Context: an optimization exercise on an open-source flow, tuned for small area, a short achievable clock period and few clock cycles per item. The choices shown serve that exercise and are no tape-out recipe. No activity file was given, so power comes from the tool's default toggle rates.

==> flow/design.v (excerpt) <==
module mapu_nxn
#(
  parameter int DATA_WIDTH = 16,
  parameter int N          = 4,
  parameter int SATURATE   = 0
) (
  input  logic                     clk,
  input  logic                     reset_n,
  input  logic                     i_en,
  input  logic [1:0]               i_op,
  output logic                     o_of,
  input  logic                     i_vld,
  output logic                     o_rdy,
  input  logic [N*DATA_WIDTH-1:0]  i_row,
  output logic                     o_vld,
  input  logic                     i_rdy,
  output logic [N*DATA_WIDTH-1:0]  o_row
);
For scale: ~140 I/O pins.
export LEC_CHECK = 0
export CAP_MARGIN = 20
export CORE_MARGIN = 2
export CORE_UTILIZATION = 40
export SLEW_MARGIN = 20
create_clock -name core_clock -period 16.0 [get_ports {clk}]
standard.sh (not shown) runs the stock make flow with config.mk's settings and CLKGATE_MAP_FILE= SYNTH_SCRIPT=/design/flow/synth_recipe.tcl, a recipe that flattens the netlist after the stock synthesis.
==> flow/flow/run.sh <==
#!/bin/bash
# Standard ORFS layout; repair_timing aims at a setup margin of 11 ns under the design's SDC.
bash standard.sh SETUP_SLACK_MARGIN=11 finish > standard.log 2>&1
The starting point ran to the end with no violations.
Change:
==> flow/run.sh (new file) <==
#!/bin/bash
# synth_recipe.tcl (not shown) runs the flow's synth.tcl, then flattens the netlist and writes it again
# the make line also repeats each setting of config.mk as NAME=value (left out here)
make -C /OpenROAD-flow-scripts/flow DESIGN_CONFIG=/design/flow/config.mk WORK_HOME=/design/flow/orfs CLKGATE_MAP_FILE= SYNTH_SCRIPT=/design/flow/synth_recipe.tcl finish
Settings changed: CAP_MARGIN 20 to 90, SLEW_MARGIN 20 to 90.
removed: flow/flow/run.sh
removed: flow/standard.sh
Effect: The new run completed with no timing, DRC or antenna violations. Total power went up by about 27%. Routed wire length grows by 11%. Cell count grows by 19%. Sequential cell count is unchanged. Synthesized area is unchanged. Clock-buffer cell count is lower by 12. Worst hold slack gets worse by 0.0039 ns. Global-route usage climbs by 0.28 points. Combinational power rises by about 65%. Fmax goes down by about 65%.
No run of this note included a check of the RTL's function; only the layout flow was run.

* * *

## run 1
mapu_nxn, a different RTL version from the one above (not shown whole).
Size in the first run: roughly 3300 cells after synthesis, roughly 630 flip-flops, ~140 I/O pins, ~41000 µm² of cells after synthesis.
// mapu_nxn
module mapu_nxn
#(
  parameter int DATA_WIDTH = 16,
  parameter int N          = 4,
  parameter int SATURATE   = 0
) (
  input  logic                     clk,
  input  logic                     reset_n,
  input  logic                     i_en,
  input  logic [1:0]               i_op,
  output logic                     o_of,
  input  logic                     i_vld,
  output logic                     o_rdy,
  input  logic [N*DATA_WIDTH-1:0]  i_row,
  output logic                     o_vld,
  input  logic                     i_rdy,
  output logic [N*DATA_WIDTH-1:0]  o_row
);
Settings: LEC_CHECK=0, CAP_MARGIN=20, CORE_MARGIN=2, CORE_UTILIZATION=60, SLEW_MARGIN=20; clock period 16.0 ns.
==> flow/flow/run.sh <==
#!/bin/bash
# Standard ORFS layout (the standard.sh) with two changes: repair_timing aims at a setup
# margin of 11 ns under the design's SDC, and the port buffers are buf_2 cells.
bash standard.sh SETUP_SLACK_MARGIN=11 "BUFFER_PORTS_ARGS=-buffer_cell sky130_fd_sc_hd__buf_2" finish > standard.log 2>&1
Run 1 completed every stage of the flow, and the final layout passed the timing, DRC and antenna checks.
> inputs changed (run 1 -> run 2)
- swapping 60 for 65 in CORE_UTILIZATION
Run 2 completed end to end with timing, DRC and antenna clean.
Total setup buffers inserted after CTS (lower): run 2
Cmp run 1 and run 2 / post-route minimum period / lower: run 2
The inverter count in run 2 sits 3 above the value recorded for run 1.
On placed standard-cell area, run 1 and run 2 are neck and neck.
The setup slack of run 2 is larger than that of run 1.
Against run 1, run 2 reports a final area that is lower.
Across both runs, clock network fraction of design power was lower for run 2 than for run 1.
> inputs changed (run 2 -> run 3)
- a change of CORE_UTILIZATION from 65 to 55
Findings:
- Between run 2 and run 3, the flow reports total power increasing slightly.
- Cell depth of the worst flop-to-flop path was higher in the run labelled run 2.
- Going from run 2 to run 3, total met3 wirelength after detailed routing shrinks by 3300 µm.
Edits applied to the flow inputs when going from run 3 to run 4:
- swapping 55 for 60 in CORE_UTILIZATION
- swapping 20 for 60 in SLEW_MARGIN
==> results.txt <==
Per the comparison of run 4 with run 3, cell depth of the worst setup path went up by 5; placeable core region went down by 6000 µm²; die area went down by 8.2%. Re number of clock buffer instances in the layout: run 4 is about 5% down on run 3. Going from run 3 to run 4, number of gates given a new drive strength after cts shrinks by 52%. Sum of routed wire length over all layers essentially unchanged between run 3 and run 4. Total iterations of the first detailed-routing run: run 4 vs run 3 down 1. Going from run 3 to run 4, fraction of area in clock buffers and inverters grows by 0.31 points.
No functional check of the RTL was part of any run of this note.

* * *

== main ==
RTL: one of the versions met above, not the one the previous note started from.
Size in the first run: roughly 610 flip-flops, about 140 I/O pins, about 42000 um^2 of cells after synthesis.
Design mapu_nxn, start of the top module:
module mapu_nxn
#(
  parameter int DATA_WIDTH = 16,
  parameter int N          = 4,
  parameter int SATURATE   = 0
) (
  input  logic                     clk,
  input  logic                     reset_n,
  input  logic                     i_en,
  input  logic [1:0]               i_op,
  output logic                     o_of,
  input  logic                     i_vld,
  output logic                     o_rdy,
  input  logic [N*DATA_WIDTH-1:0]  i_row,
  output logic                     o_vld,
  input  logic                     i_rdy,
  output logic [N*DATA_WIDTH-1:0]  o_row
);
clock: 16.0 ns
lec_check: 0
cap_margin: 20
core_margin: 2
core_utilization: 40
slew_margin: 20
run.sh (not shown) runs the stock make flow with config.mk's settings and CLKGATE_MAP_FILE= SYNTH_SCRIPT=/design/flow/synth_recipe.tcl, a recipe that flattens the netlist after the stock synthesis.
Stock flow here: none of the scripts above is used.
Relative to main, the following input files were edited for the feature branch:
# main
export LEC_CHECK = 0
export CAP_MARGIN = 20
export CORE_MARGIN = 2
export CORE_UTILIZATION = 40
export SLEW_MARGIN = 20
create_clock -name core_clock -period 16.0 [get_ports {clk}]
# the feature branch
export LEC_CHECK = 0
export ABC_CLOCK_PERIOD_IN_PS = 4000
export CAP_MARGIN = 20
export CORE_MARGIN = 2
export CORE_UTILIZATION = 40
export SLEW_MARGIN = 20
create_clock -name core_clock -period 16.0 [get_ports {clk}]
--- outcome ---
The feature branch and main ended up with roughly the same post-layout minimum cycle time.
For main and the feature branch, there was not a single run that failed to finish clean.
Reported for main and the feature branch, worst clock skew turned out identical to the last digit.
Reported for main and the feature branch, average cell area after synthesis turned out identical to the last digit.
Sequential power essentially unchanged between main and the feature branch.
Reported for main and the feature branch, synthesized area turned out identical to the last digit.
No run of this note included a check of the RTL's function; only the layout flow was run.

separate check: timing with driven ports:
In the flow no input, the clock included, has a driving cell. The finished layouts below were timed again as built, in two steps. Step 1, drivers: a clkbuf_16 drives clk and a buf_2 each remaining input, both assumed. Step 2, shift: input delay + t, output delay - t, t = (earliest + latest rising clock arrival at the registers) / 2. This alone moves slack from input paths to output paths. Three values: ideal ports, drivers, drivers and shift; two values: the first two.
run	t (ns)	slack for setup (ns)	clock arrival spread, ns	slew at the worst register clock pin (ns)	worst slew at a driven data input, ns
the first run of note 1	0.707	10.441 / 10.441 / 10.225	0.045 / 0.045	0.07 / 0.07	0.07
the second run of note 1	0.718	0.171 / 0.171 / 0.171	0.038 / 0.037	0.07 / 0.07	0.06
run 1	0.682	10.504 / 10.504 / 10.357	0.028 / 0.028	0.07 / 0.07	0.18
run 2	0.675	10.532 / 10.532 / 10.319	0.033 / 0.032	0.07 / 0.07	0.07
run 3	0.672	10.548 / 10.548 / 10.482	0.031 / 0.031	0.07 / 0.07	0.08
run 4	0.674	10.619 / 10.619 / 10.373	0.033 / 0.033	0.07 / 0.07	0.15
main	0.682	8.233 / 8.272 / 7.589	0.037 / 0.037	0.07 / 0.07	0.06
the feature branch	0.682	8.233 / 8.272 / 7.589	0.037 / 0.037	0.07 / 0.07	0.06
After both steps setup and hold are still met in every run listed.
